From an optimization exercise on the open Yosys and OpenROAD flow, aimed at small area, a short achievable clock period and few clock cycles; shortcuts taken in it are not production practice.
Where RTL was checked, it was by simulation tests only, not by an equivalence proof against the original.
Power is estimated from default activity; no workload was simulated.

## run a
## n_queens_backtrack_search
module n_queens_backtrack_search
#(
  parameter int MAX_QUEENS = DEF_MAX_QUEENS
) (
  input  logic                   clk,
  input  logic                   rst_n,
  input  logic                   cfg_valid,
  output logic                   cfg_ready,
  input  logic [CFG_IDX_W-1:0]   cfg_index,
  input  logic [CFG_DATA_W-1:0]  cfg_data,
  input  logic                   in_tvalid,
  output logic                   in_tready,
  input  logic [IN_TDATA_W-1:0]  in_tdata,    
  output logic                   out_tvalid,
  input  logic                   out_tready,
  output logic [OUT_TDATA_W-1:0] out_tdata,
  output logic                   out_tlast
);
  localparam int BW = 18;
  logic [4:0]    n_r;           
  logic [BW-1:0] budget_r;
  logic          idle_r, search_r, emit_r;
  logic [BW-7:0] hi_r;
  logic [7:0]    b_r;
  logic [3:0]    col_r;         
  logic          z0_r, z1_r, lc_r, bd_r, eqd_r;
  logic [4:0]    rs_r;          
  ...
export LEC_CHECK = 0
export ABC_AREA = 1
export CAP_MARGIN = 20
export CORE_MARGIN = 2
export CORE_UTILIZATION = 40
export CTS_CLUSTER_DIAMETER = 100
export CTS_CLUSTER_SIZE = 24
export PLACE_DENSITY = 0.75
export SETUP_SLACK_MARGIN = 5
export SLEW_MARGIN = 20
export TNS_END_PERCENT = 0
create_clock -name core_clock -period 10.0 [get_ports {clk}]
run.sh (not shown) runs the stock make flow with config.mk's settings and CLKGATE_MAP_FILE= SYNTH_SCRIPT=/design/flow/synth_recipe.tcl, a recipe that flattens the netlist after the stock synthesis.
Run a finished every step from synthesis to the final layout, and the layout passed the timing, design-rule and antenna checks.
The inputs of run b differ from those of run a as listed below.
--- a/flow/design.v
+++ b/flow/design.v
@@ -122,76 +122,55 @@
       free_far[j] = av_n;
       free_far[j][j] = 1'b0;
       if (j > 0)  free_far[j][j-1] = 1'b0;
       if (j < 15) free_far[j][j+1] = 1'b0;
       dead[j] = ~|free_far[j];
     end
   end
   assign two_c    = |(av_c & pre_c);
   assign last_col = lc_r;
   assign dskip    = !two_c && (|(av_c & dead)) && !last_col && bd_r;
-  logic [15:0] pre_2, oh_2;
-  logic [3:0]  f_2, f_a;
-  logic        adv2;
-  always_comb begin
-    pre_2[0] = 1'b0;
-    for (int j = 1; j < 16; j++) pre_2[j] = pre_2[j-1] | (pre_c[j-1] & av_c[j-1]);
-  end
-  assign oh_2 = av_c & pre_c & ~pre_2;
-  always_comb begin
-    f_2 = '0;
-    for (int j = 0; j < 16; j++) if (oh_2[j]) f_2 = f_2 | 4'(j);
-  end
-  assign adv2 = two_c && (|(oh_c & dead)) && !last_col && bd_r;
-  assign f_a  = adv2 ? f_2 : f_c;
   logic [7:0]  bq, base_x0, base_x1, base_r0, base_r1, base_d0, base_d1;
   assign bq      = b_r + 8'(q);
   assign base_x0 = b_r - 8'(n_r);
   assign base_x1 = b_r - 8'({n_r, 1'b1});              
   assign base_r0 = bq - 8'(n_r);
   assign base_r1 = bq - 8'({n_r, 1'b1});
   assign base_d0 = bq - 8'({n_r, 1'b0});               
   assign base_d1 = bq - 8'(n_r) - 8'({n_r, 1'b1});     
   assign base_x  = dskip ? base_x1 : base_x0;
   assign base_r  = dskip ? base_r1 : base_r0;
   assign base_d  = dskip ? base_d1 : base_d0;
-  logic [7:0]  bx1, w_2;
-  logic [15:0] le_2;
-  logic        ok_2;
-  assign bx1 = b_r - 8'(n_r) - 8'd1;
   always_comb begin
     for (int j = 0; j < 16; j++) begin
       le_a[j] = !b_r[7] && ((|b_r[6:4]) || (b_r[3:0] >= 4'(j)));
-      le_2[j] = !bx1[7] && ((|bx1[6:4]) || (bx1[3:0] >= 4'(j)));
     end
   end
   assign ok_c = |(av_c & le_a);
-  assign ok_2 = |(oh_2 & le_2);
   assign mv_adv  = any_c && !dskip;
   assign mv_repl = !mv_adv && !z0_r && any_p;
   assign mv_dbl  = !mv_adv && !z0_r && !z1_r && !any_p;
   assign mv_exh  = !mv_adv && (z0_r || (z1_r && !any_p));
   assign w_a = b_r + {4'hf, ~f_c};
-  assign w_2 = bx1 + {4'hf, ~f_2};
   assign w_r = base_r + {4'hf, ~f_p};                 
   assign w_d = {2'b00, base_d[5:0]} + 8'(q2);
   always_comb begin
-    if (mv_adv) borrow = adv2 ? !ok_2 : !ok_c;
+    if (mv_adv) borrow = !ok_c;
     else if (mv_repl) borrow = w_r[7] && (w_r != 8'hff);
     else if (z0_r) borrow = base_x[7];
     else borrow = base_d[7];
   end
   assign hi_nz    = |hi_r;
   assign hi_dec   = hi_r - 1'b1;
   assign ok       = hi_nz | !borrow;
   always_comb begin
-    if (mv_adv) b_nx = adv2 ? w_2 : w_a;
+    if (mv_adv) b_nx = w_a;
     else if (mv_repl) b_nx = w_r;
     else b_nx = w_d;
     if (borrow && !mv_dbl) b_nx[7:6] = 2'b00;
   end
   logic [15:0] ld_dbl, rd_dbl;
   assign ld_dbl = ld_r & ~(oh_q2 << 1) & ~(oh_q3 << 2);
   assign rd_dbl = rd_r & ~(oh_q2 >> 1) & ~(oh_q3 >> 2);
   logic [3:0] back;           
   always_comb begin
     back = 4'd0;
@@ -255,21 +234,21 @@
       eqd_r     <= 1'b1;
       rs_r      <= 5'd0;
       stk_r[0]  <= 4'd0;
       cm_r      <= 16'h0000;
       ld_r      <= 16'h0000;
       rd_r      <= 16'h0000;
     end else begin
       b_r <= b_nx;
       if (borrow) hi_r <= hi_dec;
       if (mv_adv) begin
-        stk_r[0] <= f_a;
+        stk_r[0] <= f_c;
         for (int i = 1; i < 16; i++) stk_r[i] <= stk_r[i-1];
         rs_r  <= 5'd0;
         col_r <= col_r + 4'd1;
         z0_r  <= 1'b0;
         z1_r  <= z0_r;
         lc_r  <= (5'(col_r) + 5'd2 == n_r);
         bd_r  <= !eqd_r && (5'(col_r) + 5'd1 < depth_r);
         eqd_r <= eqd_r || (5'(col_r) + 5'd1 == depth_r);
         cm_r  <= cm_r | oh_qv;
         ld_r  <= (ld_r | oh_qv) << 1;
==> run notes <==
- Met2 track demand over resource: run b and run a compared, higher one is run b
- The die height of run b is lower than that of run a.
- Per the comparison of run b with run a, cell count after placement now sits lower, routed wirelength normalized by instance count rose 3.4%, relative area of clock buffers and inverters in the final design shows an increase of 0.21 points.
- Relative to run a, part of the power in combinational logic has decreased by 6.7 points in run b.
- Summary of run b over run a: overall routing resource usage increased by 0.95 points relative to the old numbers; total power of the final layout lost 12%; setup slack went up 0.017 ns; maximum frequency moved up.
- Compared to run a, the routing of run b uses less wire.
- [run b] post-route worst hold slack rose 0.0034 ns relative to run a
- Looking at final critical delay including setup and external delays across both flows, run b is the stronger of the two, with run a trailing.
Testbench counts of run b, summed over its fixed seeds: cycles 172,077.
The RTL of run a was laid out without a check of its function.

========
## job 5790
The RTL this note starts from:
==> flow/design.v <==
package nqbs_pkg;
  localparam int DEF_MAX_QUEENS = 16;
  localparam int CFG_IDX_W  = 1;
  localparam int CFG_DATA_W = 32;
  localparam int BOARD_W    = 5;
  localparam int BUDGET_W   = 32;
  localparam logic [CFG_IDX_W-1:0] REG_BOARD_SIZE  = 1'd0;
  localparam logic [CFG_IDX_W-1:0] REG_STEP_BUDGET = 1'd1;
  localparam logic [BOARD_W-1:0]  BOARD_RST  = 5'd8;
  localparam logic [BUDGET_W-1:0] BUDGET_RST = 32'd1000000;
  localparam int IN_TDATA_W  = 8;
  localparam int OUT_TDATA_W = 16;
endpackage
import nqbs_pkg::*;
module n_queens_backtrack_search
#(
  parameter int MAX_QUEENS = DEF_MAX_QUEENS
) (
  input  logic                   clk,
  input  logic                   rst_n,
  input  logic                   cfg_valid,
  output logic                   cfg_ready,
  input  logic [CFG_IDX_W-1:0]   cfg_index,
  input  logic [CFG_DATA_W-1:0]  cfg_data,
  input  logic                   in_tvalid,
  output logic                   in_tready,
  input  logic [IN_TDATA_W-1:0]  in_tdata,    
  output logic                   out_tvalid,
  input  logic                   out_tready,
  output logic [OUT_TDATA_W-1:0] out_tdata,
  output logic                   out_tlast
);
  localparam int BW = 18;
  logic [4:0]    n_r;           
  logic [BW-1:0] budget_r;
  logic          idle_r, search_r, emit_r;
  logic [BW-7:0] hi_r;
  logic [7:0]    b_r;
  logic [3:0]    col_r;         
  logic [4:0]    rs_r;          
  logic [3:0]    stk_r [16];    
  logic [3:0]    best_r [16];   
  logic [4:0]    depth_r;
  logic [15:0]   cm_r;          
  logic [30:0]   ld_r;          
  logic [30:0]   rd_r;          
  logic          solved_r, ran_out_r;
  logic [3:0]    k_r;           
  assign cfg_ready  = 1'b1;
  assign in_tready  = idle_r;
  assign out_tvalid = emit_r;
  logic [3:0]  q, q2, q3;
  logic [15:0] att_c, att_p, av_c, av_p;
  logic [15:0] oh_c, oh_p, oh_q, oh_q2, oh_q3, oh_qv, near_q, far_q;
  logic        has_q;
  logic [15:0] pre_c, pre_p;
  logic [15:0] ge_rs, lt_n, gt_q, le_a, le_r;
  logic [3:0]  f_c, f_p;
  logic        any_c, any_p, ok_c;
  logic        mv_adv, mv_repl, mv_dbl, mv_exh, borrow, ok, last_col, hi_nz;
  logic [7:0]  base_x, base_r, base_d, w_a, w_r, w_d, b_nx;
  logic [BW-7:0] hi_dec;
  assign q     = stk_r[0];
  assign q2    = stk_r[1];
  assign q3    = stk_r[2];
  assign has_q = (col_r != 4'd0);
  always_comb begin
    for (int j = 0; j < 16; j++) begin
      ge_rs[j] = (5'(j) >= rs_r);
      lt_n[j]  = (5'(j) <  n_r);
      gt_q[j]  = (4'(j) >  q);
      oh_q[j]  = (4'(j) == q);
      oh_q2[j] = (4'(j) == q2);
      oh_q3[j] = (4'(j) == q3);
    end
  end
  assign oh_qv  = has_q ? oh_q : 16'd0;
  assign near_q = oh_qv | (oh_qv << 1) | (oh_qv >> 1);
  assign far_q  = oh_qv | (oh_qv << 2) | (oh_qv >> 2);
  always_comb begin
    for (int j = 0; j < 16; j++) begin
      att_c[j] = cm_r[j] | ((j > 0) ? ld_r[(j + 30) % 31] : 1'b0)
                        | ((j < 15) ? rd_r[(j + 16) % 31] : 1'b0) | near_q[j];
      att_p[j] = cm_r[j] | ld_r[j] | rd_r[j + 15];
    end
  end
  assign av_c  = ~att_c & ge_rs & lt_n;
  assign av_p  = ~att_p & gt_q & lt_n;
  assign any_c = |av_c;
  assign any_p = |av_p;
  always_comb begin
    pre_c[0] = 1'b0;
    pre_p[0] = 1'b0;
    for (int j = 1; j < 16; j++) begin
      pre_c[j] = pre_c[j-1] | av_c[j-1];
      pre_p[j] = pre_p[j-1] | av_p[j-1];
    end
  end
  assign oh_c = av_c & ~pre_c;
  assign oh_p = av_p & ~pre_p;
  always_comb begin
    f_c = '0;
    f_p = '0;
    for (int j = 0; j < 16; j++) begin
      if (oh_c[j]) f_c = f_c | 4'(j);
      if (oh_p[j]) f_p = f_p | 4'(j);
    end
  end
  logic [15:0] att_n, av_n, dead;
  logic        two_c, dskip;
  always_comb begin
    for (int j = 0; j < 16; j++) begin
      att_n[j] = cm_r[j] | ((j > 1) ? ld_r[(j + 29) % 31] : 1'b0)
                        | ((j < 14) ? rd_r[(j + 17) % 31] : 1'b0) | far_q[j];
    end
  end
  assign av_n = ~att_n & lt_n;
  logic [15:0] free_far [16];
  always_comb begin
    for (int j = 0; j < 16; j++) begin
      free_far[j] = av_n;
      free_far[j][j] = 1'b0;
      if (j > 0)  free_far[j][j-1] = 1'b0;
      if (j < 15) free_far[j][j+1] = 1'b0;
      dead[j] = ~|free_far[j];
    end
  end
  assign two_c    = |(av_c & pre_c);
  assign last_col = (5'(col_r) + 5'd1 == n_r);
  assign dskip    = !two_c && (|(av_c & dead)) && !last_col && (5'(col_r) < depth_r);
  logic [7:0]  bq, base_x0, base_x1, base_r0, base_r1, base_d0, base_d1;
  assign bq      = b_r + 8'(q);
  assign base_x0 = b_r - 8'(n_r);
  assign base_x1 = b_r - 8'({n_r, 1'b1});              
  assign base_r0 = bq - 8'(n_r);
  assign base_r1 = bq - 8'({n_r, 1'b1});
  assign base_d0 = bq - 8'({n_r, 1'b0});               
  assign base_d1 = bq - 8'(n_r) - 8'({n_r, 1'b1});     
  assign base_x  = dskip ? base_x1 : base_x0;
  assign base_r  = dskip ? base_r1 : base_r0;
  assign base_d  = dskip ? base_d1 : base_d0;
  always_comb begin
    for (int j = 0; j < 16; j++) begin
      le_a[j] = !b_r[7] && ((|b_r[6:4]) || (b_r[3:0] >= 4'(j)));
    end
  end
  assign ok_c = |(av_c & le_a);
  assign mv_adv  = any_c && !dskip;
  assign mv_repl = !mv_adv && (col_r != 4'd0) && any_p;
  assign mv_dbl  = !mv_adv && (col_r > 4'd1) && !any_p;
  assign mv_exh  = !mv_adv && ((col_r == 4'd0) || (col_r == 4'd1 && !any_p));
  assign w_a = b_r + {4'hf, ~f_c};
  assign w_r = base_r + {4'hf, ~f_p};                 
  assign w_d = {2'b00, base_d[5:0]} + 8'(q2);
  always_comb begin
    if (mv_adv) borrow = !ok_c;
    else if (mv_repl) borrow = w_r[7] && (w_r != 8'hff);
    else if (col_r == 4'd0) borrow = base_x[7];
    else borrow = base_d[7];
  end
  assign hi_nz    = |hi_r;
  assign hi_dec   = hi_r - 1'b1;
  assign ok       = hi_nz | !borrow;
  always_comb begin
    if (mv_adv) b_nx = w_a;
    else if (mv_repl) b_nx = w_r;
    else b_nx = w_d;
    if (borrow && !mv_dbl) b_nx[7:6] = 2'b00;
  end
  logic [30:0] ld_dbl, rd_dbl;
  assign ld_dbl = ld_r & ~(31'(oh_q2) << 1) & ~(31'(oh_q3) << 2);
  assign rd_dbl = rd_r & ~(31'(oh_q2) << 14) & ~(31'(oh_q3) << 13);
  logic take, stop;
  assign take = idle_r & in_tvalid & in_tdata[0];
  assign stop = !ok || (mv_adv && last_col) || mv_exh;
  always_ff @(posedge clk) begin
    if (!rst_n) begin
      n_r      <= 5'(BOARD_RST);
      budget_r <= (BUDGET_RST >= 32'(2**BW - 1)) ? '1 : BW'(BUDGET_RST);
      idle_r   <= 1'b1;
      search_r <= 1'b0;
      emit_r   <= 1'b0;
    end else begin
      if (cfg_valid) begin
        if (cfg_index == REG_BOARD_SIZE) begin
          if (cfg_data[4:0] == 5'd0) n_r <= 5'd1;
          else if (cfg_data[4:0] > 5'd16) n_r <= 5'd16;
          else n_r <= cfg_data[4:0];
        end else begin
          budget_r <= (|cfg_data[31:BW]) ? '1 : cfg_data[BW-1:0];
        end
      end
      if (idle_r) begin
        if (take) begin
          idle_r <= 1'b0;
          if (budget_r == '0 || n_r == 5'd1) emit_r <= 1'b1;
          else search_r <= 1'b1;
        end
      end else if (search_r) begin
        if (stop) begin
          search_r <= 1'b0;
          emit_r   <= 1'b1;
        end
      end else if (emit_r) begin
        if (out_tready && (5'(k_r) + 5'd1 == n_r)) begin
          emit_r <= 1'b0;
          idle_r <= 1'b1;
        end
      end
    end
  end
  always_ff @(posedge clk) begin
    if (idle_r) begin
      hi_r      <= budget_r[BW-1:6];
      b_r       <= {2'b00, budget_r[5:0]} - 8'd2;
      col_r     <= 4'd1;
      rs_r      <= 5'd0;
      stk_r[0]  <= 4'd0;
      cm_r      <= 16'h0000;
      ld_r      <= 31'h0000_0000;
      rd_r      <= 31'h0000_0000;
    end else begin
      b_r <= b_nx;
      if (borrow) hi_r <= hi_dec;
      if (mv_adv) begin
        stk_r[0] <= f_c;
        for (int i = 1; i < 16; i++) stk_r[i] <= stk_r[i-1];
        rs_r  <= 5'd0;
        col_r <= col_r + 4'd1;
        cm_r  <= cm_r | oh_qv;
        ld_r  <= {ld_r[29:0] | {14'd0, oh_qv}, 1'b0};
        rd_r  <= {1'b0, rd_r[30:1] | {oh_qv, 14'd0}};
      end else if (mv_repl) begin
        stk_r[0] <= f_p;
        rs_r <= 5'd0;
      end else begin
        for (int i = 0; i < 14; i++) stk_r[i] <= stk_r[i+2];
        rs_r  <= 5'(q2) + 5'd1;
        col_r <= col_r - 4'd2;
        cm_r  <= cm_r & ~oh_q2 & ~oh_q3;
        ld_r  <= ld_dbl >> 2;
        rd_r  <= rd_dbl << 2;
      end
    end
  end
  always_ff @(posedge clk) begin
    if (idle_r) begin
      best_r[0] <= 4'd0;
      depth_r   <= (budget_r == '0) ? 5'd0 : 5'd1;
      solved_r  <= (budget_r != '0) && (n_r == 5'd1);
      ran_out_r <= (budget_r == '0);
      k_r       <= 4'd0;
    end else if (search_r) begin
      if (mv_adv && (hi_nz || ok_c) && 5'(col_r) == depth_r) begin
        depth_r <= depth_r + 5'd1;
        best_r[0] <= f_c;
        for (int i = 1; i < 16; i++) best_r[i] <= stk_r[i-1];
      end
      if (stop) begin
        solved_r  <= ok && mv_adv && last_col;
        ran_out_r <= !ok;
      end
    end else if (emit_r) begin
      if (out_tready) k_r <= k_r + 4'd1;
    end
  end
  logic placed;
  assign placed    = (5'(k_r) < depth_r);
  assign out_tdata = {ran_out_r,
                      solved_r,
                      depth_r,
                      placed,
                      placed ? best_r[4'(depth_r) - 4'd1 - k_r] : 4'd0,
                      k_r};
  assign out_tlast = (5'(k_r) + 5'd1 == n_r);
endmodule
clock: 10.0 ns
lec_check: 0
abc_area: 1
cap_margin: 20
core_margin: 2
core_utilization: 40
setup_slack_margin: 5
slew_margin: 20
Testbench counts of job 5790, summed over its fixed seeds: cycles 172,077.
Input changes introduced in job 9377 (baseline for comparison: job 5790):
--- a/flow/design.v
+++ b/flow/design.v
@@ -125,33 +125,55 @@
       dead[j] = ~|free_far[j];
     end
   end
   assign two_c    = |(av_c & pre_c);
   assign last_col = (5'(col_r) + 5'd1 == n_r);
   assign dskip    = !two_c && (|(av_c & dead)) && !last_col && (5'(col_r) < depth_r);
-  logic [7:0]  bq, base_x0, base_x1, base_r0, base_r1, base_d0, base_d1;
+  logic [15:0] att_c0, av_c0, dead_p;
+  logic        two_p, rdead;
+  always_comb begin
+    for (int j = 0; j < 16; j++) begin
+      att_c0[j] = cm_r[j] | ((j > 0) ? ld_r[(j + 30) % 31] : 1'b0)
+                         | ((j < 15) ? rd_r[(j + 16) % 31] : 1'b0);
+    end
+  end
+  assign av_c0 = ~att_c0 & lt_n;
+  logic [15:0] free_far_p [16];
+  always_comb begin
+    for (int j = 0; j < 16; j++) begin
+      free_far_p[j] = av_c0;
+      free_far_p[j][j] = 1'b0;
+      if (j > 0)  free_far_p[j][j-1] = 1'b0;
+      if (j < 15) free_far_p[j][j+1] = 1'b0;
+      dead_p[j] = ~|free_far_p[j];
+    end
+  end
+  assign two_p = |(av_p & pre_p);
+  assign rdead = !two_p && (|(av_p & dead_p));
+  logic [7:0]  bq, base_x0, base_x1, base_r0, base_r1, base_d0, base_d1, base_d2;
   assign bq      = b_r + 8'(q);
   assign base_x0 = b_r - 8'(n_r);
   assign base_x1 = b_r - 8'({n_r, 1'b1});              
   assign base_r0 = bq - 8'(n_r);
   assign base_r1 = bq - 8'({n_r, 1'b1});
   assign base_d0 = bq - 8'({n_r, 1'b0});               
   assign base_d1 = bq - 8'(n_r) - 8'({n_r, 1'b1});     
+  assign base_d2 = bq - 8'({n_r, 2'b10});              
   assign base_x  = dskip ? base_x1 : base_x0;
   assign base_r  = dskip ? base_r1 : base_r0;
-  assign base_d  = dskip ? base_d1 : base_d0;
+  assign base_d  = (dskip && rdead) ? base_d2 : (dskip || rdead) ? base_d1 : base_d0;
   always_comb begin
     for (int j = 0; j < 16; j++) begin
       le_a[j] = !b_r[7] && ((|b_r[6:4]) || (b_r[3:0] >= 4'(j)));
     end
   end
   assign ok_c = |(av_c & le_a);
   assign mv_adv  = any_c && !dskip;
-  assign mv_repl = !mv_adv && (col_r != 4'd0) && any_p;
-  assign mv_dbl  = !mv_adv && (col_r > 4'd1) && !any_p;
-  assign mv_exh  = !mv_adv && ((col_r == 4'd0) || (col_r == 4'd1 && !any_p));
+  assign mv_repl = !mv_adv && (col_r != 4'd0) && any_p && !rdead;
+  assign mv_dbl  = !mv_adv && (col_r > 4'd1) && !(any_p && !rdead);
+  assign mv_exh  = !mv_adv && ((col_r == 4'd0) || (col_r == 4'd1 && !(any_p && !rdead)));
   assign w_a = b_r + {4'hf, ~f_c};
   assign w_r = base_r + {4'hf, ~f_p};                 
   assign w_d = {2'b00, base_d[5:0]} + 8'(q2);
   always_comb begin
     if (mv_adv) borrow = !ok_c;
     else if (mv_repl) borrow = w_r[7] && (w_r != 8'hff);
--- outcome ---
On part of the power in the clock network, the higher figure sits with job 5790, not job 9377.
Job 9377: met3 global-route usage 0.56 points below job 5790
| fraction of the mapped netlist area in adder cells | job 5790 vs job 9377 | ≈ equal |
Against job 5790 as the reference, job 9377 delivers a higher maximum ir drop on the vdd rail.
Having completed the whole flow, job 9377 delivered a layout that passed the timing, design-rule and antenna checks.
Compared with job 5790, in job 9377 sequential standard cell area ~0 delta, final wirelength +6.2 mm, final cell area excluding filler cells rose by 930 um^2, worst hold-check slack has remained practically unchanged.
Function not checked in job 9377: the RTL went through the layout flow alone.

re-timing with driven ports:
No port has a modelled driver above. Below, the same layouts with a new extraction and two added sets of constraints.
Step 1, drivers: a clkbuf_16 drives clk and a buf_2 each remaining input, both assumed.
Step 2 times the ports against the registers' clock, not the clock port: input delays grow and output delays shrink by t, the midpoint of the rising clock arrivals with the driver on.
Three values: no drivers, after step 1, after step 2; two values: the first two.
run | shift t [ns] | slack for setup (ns) | worst setup path after step 2 | latest minus earliest clock arrival (ns)
run a | 0.562 | 4.847 / 4.799 / 4.882 | register to register | 0.020 / 0.020
run b | 0.556 | 4.865 / 4.810 / 5.076 | register to register | 0.033 / 0.033
job 5790 | 0.600 | 4.946 / 4.890 / 5.145 | register to register | 0.019 / 0.020
job 9377 | 0.627 | 4.825 / 4.765 / 4.988 | register to register | 0.012 / 0.013
After both steps setup and hold are still met in every run listed.
